This design comes from an exercise in tuning for a short achievable clock period and few clock cycles per item on the open sky130 flow, not from production work. The RTL was checked by simulation tests, not by an equivalence proof against the original design. Power figures rest on the tool's default switching activity, not on a simulated workload.

==> flow/design.v <==
package cpu_pkg;
    typedef logic [15:0] word_t;
    typedef logic [15:0] instr_t;
    typedef logic [7:0]  addr_t;
    typedef logic [3:0]  reg_idx_t;
    typedef logic [3:0] opcode_e;
    localparam opcode_e OP_NOP   = 4'h0;
    localparam opcode_e OP_ADD   = 4'h1;
    localparam opcode_e OP_CMP   = 4'h2;
    localparam opcode_e OP_LOAD  = 4'h3;
    localparam opcode_e OP_STORE = 4'h4;
    localparam opcode_e OP_BZ    = 4'h5;
    localparam opcode_e OP_HALT  = 4'h7;
    localparam opcode_e OP_ADDI  = 4'h8;
    localparam opcode_e OP_SUB   = 4'hd;
    typedef logic [0:0] run_state_e;
    localparam run_state_e ST_IDLE = 1'b0;
    localparam run_state_e ST_RUN  = 1'b1;
    typedef logic [1:0] fwd_sel_e;
    localparam fwd_sel_e FWD_REG = 2'b00;
    localparam fwd_sel_e FWD_MEM = 2'b01;
    localparam fwd_sel_e FWD_WB  = 2'b10;
    localparam instr_t NOP_INSTR = 16'h0000;
    function automatic opcode_e op_of(input instr_t instr);
        op_of = instr[15:12];
    endfunction
    function automatic logic writes_reg(input opcode_e op);
        writes_reg = (op == OP_ADD) || (op == OP_SUB) || (op == OP_CMP) ||
                     (op == OP_ADDI) || (op == OP_LOAD);
    endfunction
    function automatic logic sets_zero(input opcode_e op);
        sets_zero = (op == OP_ADD) || (op == OP_SUB) || (op == OP_CMP) || (op == OP_ADDI);
    endfunction
    function automatic logic reads_rs2(input opcode_e op);
        reads_rs2 = (op == OP_ADD) || (op == OP_SUB) || (op == OP_CMP);
    endfunction
    function automatic reg_idx_t rs1_of(input instr_t instr);
        rs1_of = (instr[15:12] == OP_ADDI) ? instr[11:8] : instr[7:4];
    endfunction
endpackage
`timescale 1ns/1ps
module fetch_unit #(
    parameter cpu_pkg::addr_t RESET_PC = 8'h00
) (
    input  logic              clk,
    input  logic              reset,
    input  logic              start,
    input  logic              halt_wb,
    input  logic              stall,
    input  logic              branch_taken,
    input  cpu_pkg::addr_t    branch_target,
    input  cpu_pkg::instr_t   instruction,
    output cpu_pkg::addr_t    i_addr,
    output cpu_pkg::instr_t   instr_id,
    output logic              running
);
    cpu_pkg::run_state_e state;
    cpu_pkg::run_state_e state_next;
    always_comb begin
        state_next = state;
        case (state)
            cpu_pkg::ST_IDLE: if (start) state_next = cpu_pkg::ST_RUN;
            cpu_pkg::ST_RUN:  if (halt_wb) state_next = cpu_pkg::ST_IDLE;
            default:          state_next = cpu_pkg::ST_IDLE;
        endcase
    end
    always_ff @(posedge clk or posedge reset) begin
        if (reset) begin
            state <= cpu_pkg::ST_IDLE;
        end else begin
            state <= state_next;
        end
    end
    assign running = (state == cpu_pkg::ST_RUN);
    always_ff @(posedge clk or posedge reset) begin
        if (reset) begin
            i_addr   <= RESET_PC;
            instr_id <= cpu_pkg::NOP_INSTR;
        end else if (running) begin
            if (branch_taken) begin
                i_addr   <= branch_target;
                instr_id <= cpu_pkg::NOP_INSTR;
            end else if (!stall) begin
                i_addr   <= i_addr + 8'd1;
                instr_id <= instruction;
            end
        end
    end
endmodule
`timescale 1ns/1ps
module reg_file (
    input  logic                clk,
    input  logic                reset,
    input  logic                we,
    input  cpu_pkg::reg_idx_t   wr_idx,
    input  cpu_pkg::word_t      wr_data,
    input  cpu_pkg::reg_idx_t   rd_idx_a,
    input  cpu_pkg::reg_idx_t   rd_idx_b,
    input  cpu_pkg::reg_idx_t   rd_idx_s,
    output cpu_pkg::word_t      rd_a,
    output cpu_pkg::word_t      rd_b,
    output cpu_pkg::word_t      rd_s,
    output cpu_pkg::word_t      r15
);
    cpu_pkg::word_t regs [16];
    function automatic cpu_pkg::word_t read_port(input cpu_pkg::reg_idx_t idx,
                                                 input cpu_pkg::word_t stored);
        if (idx == 4'h0) begin
            read_port = '0;
        end else if (we && (idx == wr_idx)) begin
            read_port = wr_data;
        end else begin
            read_port = stored;
        end
    endfunction
    always_ff @(posedge clk or posedge reset) begin
        if (reset) begin
            for (int i = 0; i < 16; i++) begin
                regs[i] <= '0;
            end
        end else if (we && (wr_idx != 4'h0)) begin
            regs[wr_idx] <= wr_data;
        end
    end
    always_comb begin
        rd_a = read_port(rd_idx_a, regs[rd_idx_a]);
        rd_b = read_port(rd_idx_b, regs[rd_idx_b]);
        rd_s = read_port(rd_idx_s, regs[rd_idx_s]);
    end
    assign r15 = regs[15];
endmodule
`timescale 1ns/1ps
module decode_stage (
    input  logic                clk,
    input  logic                reset,
    input  logic                running,
    input  logic                stall,
    input  logic                branch_taken,
    input  cpu_pkg::instr_t     instr_id,
    input  logic                wb_we,
    input  cpu_pkg::reg_idx_t   wb_idx,
    input  cpu_pkg::word_t      wb_data,
    output cpu_pkg::instr_t     instr_ex,
    output cpu_pkg::word_t      op_a,
    output cpu_pkg::word_t      op_b,
    output cpu_pkg::word_t      op_s,
    output cpu_pkg::word_t      r15
);
    cpu_pkg::opcode_e   op_id;
    cpu_pkg::reg_idx_t  idx_a;
    cpu_pkg::reg_idx_t  idx_b;
    cpu_pkg::reg_idx_t  idx_s;
    cpu_pkg::word_t     val_a;
    cpu_pkg::word_t     val_b;
    cpu_pkg::word_t     val_s;
    logic               bubble;
    assign op_id = cpu_pkg::op_of(instr_id);
    assign idx_a = cpu_pkg::rs1_of(instr_id);
    assign idx_b = cpu_pkg::reads_rs2(op_id) ? instr_id[3:0] : 4'h0;
    assign idx_s = instr_id[11:8];
    reg_file u_reg_file (
        .clk      (clk),
        .reset    (reset),
        .we       (wb_we),
        .wr_idx   (wb_idx),
        .wr_data  (wb_data),
        .rd_idx_a (idx_a),
        .rd_idx_b (idx_b),
        .rd_idx_s (idx_s),
        .rd_a     (val_a),
        .rd_b     (val_b),
        .rd_s     (val_s),
        .r15      (r15)
    );
    assign bubble = branch_taken || stall;
    always_ff @(posedge clk or posedge reset) begin
        if (reset) begin
            instr_ex <= cpu_pkg::NOP_INSTR;
        end else if (running) begin
            instr_ex <= bubble ? cpu_pkg::NOP_INSTR : instr_id;
        end
    end
    always_ff @(posedge clk or posedge reset) begin
        if (reset) begin
            op_a <= '0;
            op_b <= '0;
            op_s <= '0;
        end else if (running) begin
            op_a <= bubble ? '0 : val_a;
            op_b <= bubble ? '0 : val_b;
            op_s <= bubble ? '0 : val_s;
        end
    end
endmodule
`timescale 1ns/1ps
module hazard_unit (
    input  cpu_pkg::instr_t     instr_id,
    input  cpu_pkg::instr_t     instr_ex,
    input  cpu_pkg::instr_t     instr_mem,
    input  cpu_pkg::instr_t     instr_wb,
    output logic                stall,
    output cpu_pkg::fwd_sel_e   fwd_a,
    output cpu_pkg::fwd_sel_e   fwd_b,
    output cpu_pkg::fwd_sel_e   fwd_s
);
    cpu_pkg::opcode_e   op_id;
    cpu_pkg::reg_idx_t  load_rd;
    logic               ex_is_load;
    logic               id_uses_rs1;
    function automatic cpu_pkg::fwd_sel_e source_of(input cpu_pkg::reg_idx_t src,
                                                    input cpu_pkg::instr_t mem,
                                                    input cpu_pkg::instr_t wb);
        if (cpu_pkg::writes_reg(cpu_pkg::op_of(mem)) && (mem[11:8] != 4'h0)
                && (mem[11:8] == src)) begin
            source_of = cpu_pkg::FWD_MEM;
        end else if (cpu_pkg::writes_reg(cpu_pkg::op_of(wb)) && (wb[11:8] != 4'h0)
                && (wb[11:8] == src)) begin
            source_of = cpu_pkg::FWD_WB;
        end else begin
            source_of = cpu_pkg::FWD_REG;
        end
    endfunction
    assign op_id       = cpu_pkg::op_of(instr_id);
    assign load_rd     = instr_ex[11:8];
    assign ex_is_load  = (cpu_pkg::op_of(instr_ex) == cpu_pkg::OP_LOAD) && (load_rd != 4'h0);
    assign id_uses_rs1 = (op_id == cpu_pkg::OP_ADD) || (op_id == cpu_pkg::OP_SUB) ||
                         (op_id == cpu_pkg::OP_CMP) || (op_id == cpu_pkg::OP_ADDI) ||
                         (op_id == cpu_pkg::OP_LOAD) || (op_id == cpu_pkg::OP_STORE);
    assign stall = ex_is_load && (
        (id_uses_rs1 && (cpu_pkg::rs1_of(instr_id) == load_rd)) ||
        (cpu_pkg::reads_rs2(op_id) && (instr_id[3:0] == load_rd)) ||
        ((op_id == cpu_pkg::OP_STORE) && (instr_id[11:8] == load_rd)));
    assign fwd_a = source_of(cpu_pkg::rs1_of(instr_ex), instr_mem, instr_wb);
    assign fwd_b = source_of(instr_ex[3:0], instr_mem, instr_wb);
    assign fwd_s = source_of(instr_ex[11:8], instr_mem, instr_wb);
endmodule
`timescale 1ns/1ps
module execute_stage (
    input  logic                clk,
    input  logic                reset,
    input  logic                running,
    input  logic                branch_taken,
    input  cpu_pkg::instr_t     instr_ex,
    input  cpu_pkg::word_t      op_a,
    input  cpu_pkg::word_t      op_b,
    input  cpu_pkg::word_t      op_s,
    input  cpu_pkg::fwd_sel_e   fwd_a,
    input  cpu_pkg::fwd_sel_e   fwd_b,
    input  cpu_pkg::fwd_sel_e   fwd_s,
    input  cpu_pkg::word_t      mem_result,
    input  cpu_pkg::word_t      wb_data,
    output cpu_pkg::instr_t     instr_mem,
    output cpu_pkg::word_t      alu_out,
    output cpu_pkg::word_t      store_data,
    output logic                zero_flag
);
    cpu_pkg::opcode_e   op_ex;
    cpu_pkg::word_t     a_fwd;
    cpu_pkg::word_t     b_fwd;
    cpu_pkg::word_t     s_fwd;
    cpu_pkg::word_t     alu_a;
    cpu_pkg::word_t     alu_b;
    cpu_pkg::word_t     alu_res;
    function automatic cpu_pkg::word_t pick(input cpu_pkg::fwd_sel_e sel,
                                            input cpu_pkg::word_t reg_val);
        case (sel)
            cpu_pkg::FWD_MEM: pick = mem_result;
            cpu_pkg::FWD_WB:  pick = wb_data;
            default:          pick = reg_val;
        endcase
    endfunction
    assign op_ex = cpu_pkg::op_of(instr_ex);
    always_comb begin
        a_fwd = pick(fwd_a, op_a);
        b_fwd = pick(fwd_b, op_b);
        s_fwd = pick(fwd_s, op_s);
    end
    always_comb begin
        case (op_ex)
            cpu_pkg::OP_ADD, cpu_pkg::OP_SUB, cpu_pkg::OP_CMP:
                alu_b = b_fwd;
            cpu_pkg::OP_ADDI:
                alu_b = {{8{instr_ex[7]}}, instr_ex[7:0]};
            cpu_pkg::OP_LOAD, cpu_pkg::OP_STORE:
                alu_b = {12'h000, instr_ex[3:0]};
            cpu_pkg::OP_BZ:
                alu_b = {8'h00, instr_ex[7:0]};
            default:
                alu_b = '0;
        endcase
    end
    assign alu_a   = (op_ex == cpu_pkg::OP_BZ) ? '0 : a_fwd;
    assign alu_res = ((op_ex == cpu_pkg::OP_SUB) || (op_ex == cpu_pkg::OP_CMP)) ? alu_a - alu_b
                                                                        : alu_a + alu_b;
    always_ff @(posedge clk or posedge reset) begin
        if (reset) begin
            instr_mem <= cpu_pkg::NOP_INSTR;
            zero_flag <= 1'b0;
        end else if (running) begin
            instr_mem <= branch_taken ? cpu_pkg::NOP_INSTR : instr_ex;
            if (!branch_taken && cpu_pkg::sets_zero(op_ex)) begin
                zero_flag <= (alu_res == '0);
            end
        end
    end
    always_ff @(posedge clk or posedge reset) begin
        if (reset) begin
            alu_out <= '0;
        end else if (running) begin
            alu_out <= alu_res;
        end
    end
    always_ff @(posedge clk) begin
        if (running) begin
            store_data <= s_fwd;
        end
    end
endmodule
`timescale 1ns/1ps
module memory_stage (
    input  logic                clk,
    input  logic                reset,
    input  logic                running,
    input  cpu_pkg::instr_t     instr_mem,
    input  cpu_pkg::word_t      alu_out,
    input  cpu_pkg::word_t      store_data,
    input  logic                zero_flag,
    input  cpu_pkg::word_t      d_rdata,
    output cpu_pkg::addr_t      d_addr,
    output cpu_pkg::word_t      d_wdata,
    output logic                d_we,
    output logic                branch_taken,
    output cpu_pkg::addr_t      branch_target,
    output cpu_pkg::instr_t     instr_wb,
    output logic                wb_we,
    output cpu_pkg::reg_idx_t   wb_idx,
    output cpu_pkg::word_t      wb_data,
    output logic                halt_wb
);
    cpu_pkg::opcode_e op_mem;
    cpu_pkg::opcode_e op_wb;
    assign op_mem = cpu_pkg::op_of(instr_mem);
    assign op_wb  = cpu_pkg::op_of(instr_wb);
    assign d_addr  = alu_out[7:0];
    assign d_wdata = store_data;
    assign d_we    = running && (op_mem == cpu_pkg::OP_STORE) && !halt_wb;
    assign branch_taken  = (op_mem == cpu_pkg::OP_BZ) && zero_flag;
    assign branch_target = alu_out[7:0];
    always_ff @(posedge clk or posedge reset) begin
        if (reset) begin
            instr_wb <= cpu_pkg::NOP_INSTR;
        end else if (running) begin
            instr_wb <= instr_mem;
        end
    end
    always_ff @(posedge clk) begin
        if (running) begin
            wb_data <= (op_mem == cpu_pkg::OP_LOAD) ? d_rdata : alu_out;
        end
    end
    assign wb_we   = running && cpu_pkg::writes_reg(op_wb);
    assign wb_idx  = instr_wb[11:8];
    assign halt_wb = (op_wb == cpu_pkg::OP_HALT);
endmodule
`timescale 1ns/1ps
module cpu_top #(
    parameter cpu_pkg::addr_t RESET_PC = 8'h00
) (
    input  logic              clk,
    input  logic              reset,
    input  logic              start,
    input  cpu_pkg::instr_t   instruction,
    input  cpu_pkg::word_t    d_rdata,
    output cpu_pkg::addr_t    i_addr,
    output cpu_pkg::addr_t    d_addr,
    output cpu_pkg::word_t    d_wdata,
    output logic              d_we,
    output cpu_pkg::word_t    result,
    output logic              running
);
    cpu_pkg::instr_t    instr_id;
    cpu_pkg::instr_t    instr_ex;
    cpu_pkg::instr_t    instr_mem;
    cpu_pkg::instr_t    instr_wb;
    cpu_pkg::word_t     op_a;
    cpu_pkg::word_t     op_b;
    cpu_pkg::word_t     op_s;
    cpu_pkg::word_t     alu_out;
    cpu_pkg::word_t     store_data;
    logic               zero_flag;
    cpu_pkg::word_t     wb_data;
    cpu_pkg::reg_idx_t  wb_idx;
    logic               wb_we;
    logic               stall;
    logic               branch_taken;
    cpu_pkg::addr_t     branch_target;
    logic               halt_wb;
    cpu_pkg::fwd_sel_e  fwd_a;
    cpu_pkg::fwd_sel_e  fwd_b;
    cpu_pkg::fwd_sel_e  fwd_s;
    fetch_unit #(.RESET_PC(RESET_PC)) u_fetch (
        .clk(clk), .reset(reset), .start(start), .halt_wb(halt_wb), .stall(stall),
        .branch_taken(branch_taken), .branch_target(branch_target),
        .instruction(instruction), .i_addr(i_addr), .instr_id(instr_id), .running(running)
    );
    decode_stage u_decode (
        .clk(clk), .reset(reset), .running(running), .stall(stall),
        .branch_taken(branch_taken), .instr_id(instr_id), .wb_we(wb_we), .wb_idx(wb_idx),
        .wb_data(wb_data), .instr_ex(instr_ex), .op_a(op_a), .op_b(op_b), .op_s(op_s),
        .r15(result)
    );
    hazard_unit u_hazard (
        .instr_id(instr_id), .instr_ex(instr_ex), .instr_mem(instr_mem),
        .instr_wb(instr_wb), .stall(stall), .fwd_a(fwd_a), .fwd_b(fwd_b), .fwd_s(fwd_s)
    );
    execute_stage u_execute (
        .clk(clk), .reset(reset), .running(running), .branch_taken(branch_taken),
        .instr_ex(instr_ex), .op_a(op_a), .op_b(op_b), .op_s(op_s),
        .fwd_a(fwd_a), .fwd_b(fwd_b), .fwd_s(fwd_s), .mem_result(alu_out),
        .wb_data(wb_data), .instr_mem(instr_mem), .alu_out(alu_out),
        .store_data(store_data), .zero_flag(zero_flag)
    );
    memory_stage u_memory (
        .clk(clk), .reset(reset), .running(running), .instr_mem(instr_mem),
        .alu_out(alu_out), .store_data(store_data), .zero_flag(zero_flag),
        .d_rdata(d_rdata), .d_addr(d_addr), .d_wdata(d_wdata), .d_we(d_we),
        .branch_taken(branch_taken), .branch_target(branch_target), .instr_wb(instr_wb),
        .wb_we(wb_we), .wb_idx(wb_idx), .wb_data(wb_data), .halt_wb(halt_wb)
    );
endmodule
==> flow/run.sh <==
#!/bin/bash
# synth_recipe.tcl (not shown) runs the flow's synth.tcl, then flattens the netlist and writes it again
# the make line also repeats each setting of config.mk as NAME=value (left out here)
make -C /OpenROAD-flow-scripts/flow DESIGN_CONFIG=/design/flow/config.mk WORK_HOME=/design/flow/orfs CLKGATE_MAP_FILE= SYNTH_SCRIPT=/design/flow/synth_recipe.tcl finish
==> flow/config.mk <==
export PLATFORM = sky130hd
export DESIGN_NAME = cpu_top
export DESIGN_NICKNAME = cpu_top
export VERILOG_FILES = /design/flow/design.v
export SDC_FILE = /design/flow/constraint.sdc
export NUM_CORES = 4
export LEC_CHECK = 0
export CAP_MARGIN = 20
export CORE_MARGIN = 2
export CORE_UTILIZATION = 30
export SLEW_MARGIN = 20
==> flow/constraint.sdc <==
create_clock -name core_clock -period 6.0 [get_ports {clk}]
set_input_delay 1.2000 -clock core_clock [delete_from_list [all_inputs] [get_ports {clk}]]
set_output_delay 1.2000 -clock core_clock [all_outputs]
set_load 0.01 [all_outputs]
==> notes.md <==
[worst max-delay path by stage]
stage / endpoint / slack, ns / depth (start not counted)
3_5_place_dp: u_execute.alu_out[15]$_DFFE_PP0P_ / 0.56 / 20
6_report: u_execute.alu_out[15]$_DFFE_PP0P_ / 0.60 / 18
5_1_grt: u_execute.alu_out[15]$_DFFE_PP0P_ / 0.14 / 19
2_1_floorplan: u_decode.instr_ex[0]$_DFFE_PP0P_ / -0.05 / 1
3_3_place_gp: u_execute.zero_flag$_DFFE_PP0P_ / 0.59 / 21
4_1_cts: u_execute.alu_out[15]$_DFFE_PP0P_ / 0.54 / 20
[flip-flops by register name, summed over array words and instances, names as in the netlist, 16 cells and up]
signal	cells
u_decode.u_reg_file.regs	240
u_decode.instr_ex	16
u_decode.op_b	16
u_execute.alu_out	16
u_execute.store_data	16
u_decode.op_s	16
u_decode.op_a	16
u_fetch.instr_id	16
u_memory.wb_data	16
[cell type report]
type,instances,area (sq um),area share [%]
Tap cell,978,1224,4.545
Multi-Input combinational cell,1571,12110,44.98
Sequential cell,394,10020,37.23
Clock inverter,16,210.2,0.7807
Timing Repair Buffer,192,1694,6.292
Inverter,84,319.1,1.185
Clock buffer,65,1344,4.991
[routing by layer]
metal	part of all wire (%)	track usage [%]	vias up	routed length [um]
met1	39	31.35	10370	38180
met4	6.8	13.36	6	6676
met3	12	8.297	487	11760
met5	0.066	0.5003	-	65
li1	-	-	8665	-
met2	42	36.73	1471	41830
[worst min-delay path: cells and delay by family (launching register included)]
family	cells	cell delay, ns
flops	1	0.38
buf+inv	1	0.05
compound gates	1	0.06
[synthesized netlist by cell type, drive strengths merged (33+ instances only)]
cell / number
nand3: 66
a222oi: 37
mux2: 296
a22o: 36
nand2: 106
xnor2: 40
inv: 84
a31oi: 44
o21ai: 91
nor2: 127
a221oi: 37
a21oi: 91
dfrtp: 362
mux2i: 57
o22ai: 65
clkbuf: 166
a22oi: 191
xor2: 33
[what timing repair did]
action / in CTS / in global routing
resized for setup: 0 / 1
endpoints found under the hold margin: 0 / 0
setup endpoints to repair: 0 / 1
[kinds of logic (layout without fill, tap and decap cells)]
kind of cell | Yosys count | after routing | share of synthesized area, %
buffers and inverters | 275 | 357 | 4.757
muxes | 353 | 353 | 17.00
DFF | 394 | 394 | 43.64
xor gates and xnor gates | 74 | 74 | 2.883
adders and majority gates | 19 | 19 | 1.057
AOI/OAI and AO/OA | 696 | 696 | 21.56
and+or+nand+nor | 429 | 429 | 9.105
[power by group through the flow]
stage          registers (uW)  logic [uW]  clock network, uW
3_5_place_dp             5920        9530                  0
5_1_grt                  6120       10500               3060
4_1_cts                  5890        9580               2960
3_3_place_gp             5890        9380                  0
6_report                 5990        9810               2910
2_1_floorplan            4910        6950                  0
[stage by stage]
step / power, uW / hold WS, ns / util [%] / area (sq um)
after floorplan: 11850 / 0.4620 / - / 22970
after global placement: 15260 / 0.4923 / 33.37 / 25300
after detailed placement: 15450 / 0.5116 / 33.44 / 25350
after CTS: 18430 / 0.5279 / 35.49 / 26910
after global routing: 19720 / 0.5523 / 35.51 / 26930
final: 18700 / 0.5359 / 35.51 / 26930
==> summary.txt <==
Largest stage delay, worst path -> 0.60 ns
number of synthesized register bits -> 394
Syn Std Cell Area -> 22,960 sq um
max_slew headroom -> 13.32%
number of unique standard cell types used by synthesis -> 81
IR drop worst, VDD -> 0.4058 mV
number of standard cells in the layout, taps in and fillers out -> 3,300
global route overflow -> 0
sequential-to-total area share from yosys stat -> 43.64%
kind of cell adding the most delay to the critical path -> compound AO/OA/AOI/OAI gates
CTS tree -> done
Routed WL per cell -> 29.85 um
final number of setup-violating endpoints -> 0
worst r2r path cells -> 18
static leakage -> 0.01110 uW
origin of the worst setup path -> u_memory.instr_wb[15]$_DFFE_PP0P_
dominant cells by area after synthesis -> sky130_fd_sc_hd__dfrtp_1 (39%), sky130_fd_sc_hd__mux2_2 (15%), sky130_fd_sc_hd__a22oi_1 (6.2%)
Logic pwr share -> 52.4%
CTS HTree Levels -> 2
cell at the slowest stage of the critical path -> sky130_fd_sc_hd__a2111oi_1
total routing resource utilization after global routing -> 24.65%
CTS hold repair buffers -> 0
setup repair after global routing missed its margin -> false
Worst Hold Class -> reg2reg
net switching component of the power -> 8712 uW
Synth area leader -> sky130_fd_sc_hd__dfrtp_1
cell area power density -> 694.7 nW/um^2
type of element launching the critical path -> flip-flop
R2R Setup Slk -> 0.60 ns
via count of the first global-routing pass -> 20,400
critical-path maximum fanout -> 10
first-pass GRT wire length -> 143,400 um
commonest cells after routing, fill and taps aside -> sky130_fd_sc_hd__dfrtp_1 (360), sky130_fd_sc_hd__mux2_2 (296), sky130_fd_sc_hd__a22oi_1 (191)
relative contribution of sequential cells to total power -> 32.0%
First DRT Iteration DRCs -> 3,620
worst slack at placement -> 0.5602 ns
cell-internal power -> 9993 uW
total number of vias -> 21,000
chip height -> 280.7 um
worst clock skew -> 0.02742 ns
pin slew with the least headroom to its limit -> 1.294 ns
outcome -> finished clean
layout cells sized above 1 -> 24.29%
Starting Density -> 30.28%
worst reg2reg path startpoint -> u_memory.instr_wb[15]$_DFFE_PP0P_
commonest non-fill, non-tap cell in the layout -> sky130_fd_sc_hd__dfrtp_1
total of warnings raised by yosys -> 7
DRC Markers -> 0
later-pin clock latency in the skew report -> 0.60 ns
Max Buffers Root-to-Sink -> 3
number of buffers inserted by post-CTS setup repair -> 0
setup total negative slack -> 0 ns
shortest period the worst path allows -> 5.402 ns
Avg Inst Size Synth -> 10.25 sq um
Critical Path, Cell by Cell -> o32ai_1 -> buf_4 -> and2_1 -> buf_4 -> a221oi_2 -> o31a_1 -> ha_1 -> o21ai_0 -> ha_1 -> nor2b_1 -> o211ai_1 -> nand3_1 -> a2111oi_1 -> o31ai_1 -> a31oi_1 -> o21ai_0 -> xnor3_1 -> mux2_2
CTS sink cnt -> 394
core region area -> 75,820 sq um
required time worst endpoint -> 6.47 ns
total wirelength of the detailed-routed design -> 98,520 um
switching part of the total power -> 46.57%
ports placed on the boundary -> 85
post-synth top area share -> 39.45%
CTS buffer count -> 46
count of buffering cells on the critical path with inverters included -> 2
maximum number of pins on one net before global-route repair -> 119
Synth async-reset ratio -> 91.88%
syn_nets -> 2,293
capture endpoint of the worst hold path -> u_decode.op_a[2]$_DFFE_PP0P_
setup ws final -> 0.5984 ns
layout-stage area growth over the synthesis result -> 17.26%
WP data arrival -> 5.87 ns
main flop type after synthesis -> sky130_fd_sc_hd__dfrtp_1
number of max-cap violations -> 0
Clk network pwr share -> 15.5%
Diodes inserted -> 0
number of buffers inserted by port buffering -> 84
number of stages on the worst hold path -> 2
root cell of the clock tree -> sky130_fd_sc_hd__clkbuf_16
detailed placer's ending HPWL -> 62,660 um
via density per instance -> 6.363
die width -> 280.7 um
period utilisation layout -> 90.03%
initial antenna violation count -> 3
Setup crit end kind -> flip-flop
r2r endpoint -> u_execute.alu_out[15]$_DFFE_PP0P_
maximum frequency from static timing analysis -> 185.1 MHz
dpl cells -> 3,218
Filler cells -> 7,509
start point of the worst hold path -> u_decode.op_a[2]$_DFFE_PP0P_
antenna violation net count after detailed routing -> 0
first-pass iteration count of the detailed router -> 13
Final Hold Vio Count -> 0
final RePlAce weighted congestion -> 0.9325
number of standard-cell rows in the floorplan -> 101
die area -> 78,770 sq um
final count of pins violating max slew -> 0
number of synthesized flops with an enable pin -> 32
number of nets in the final layout -> 2,342
Crit Path Category -> reg2reg
clock edge transition at the registers on the reported setup and hold paths -> 0.06 ns
gate count after technology mapping -> 2,240
Testbench counts, summed over its fixed seeds: cycles 28,922, instrs 23,116.

-- re-timing with driven ports --
The flow's constraints put no driver on any port. The routed layout listed below was extracted and timed again, unchanged, in two steps.
Step 1 sets driving cells, clkbuf_16 on the clock port and buf_2 on the other inputs (assumed; they add their load-dependent delay and slew).
Step 2 also shifts input and output timing later by t, the mid clock arrival at the registers, as if the neighbouring blocks saw the same clock.
Slacks: ideal / step 1 / step 2; pairs: ideal / step 1.
t, ns: 0.653
setup WS [ns]: 0.598 / 0.598 / 0.598
worst slew at a driven data input, ns: 0.06
After both steps this run still meets setup and hold. For this run, drivers alone change the setup slack by 0.000 ns; drivers and shift together by 0.000 ns.
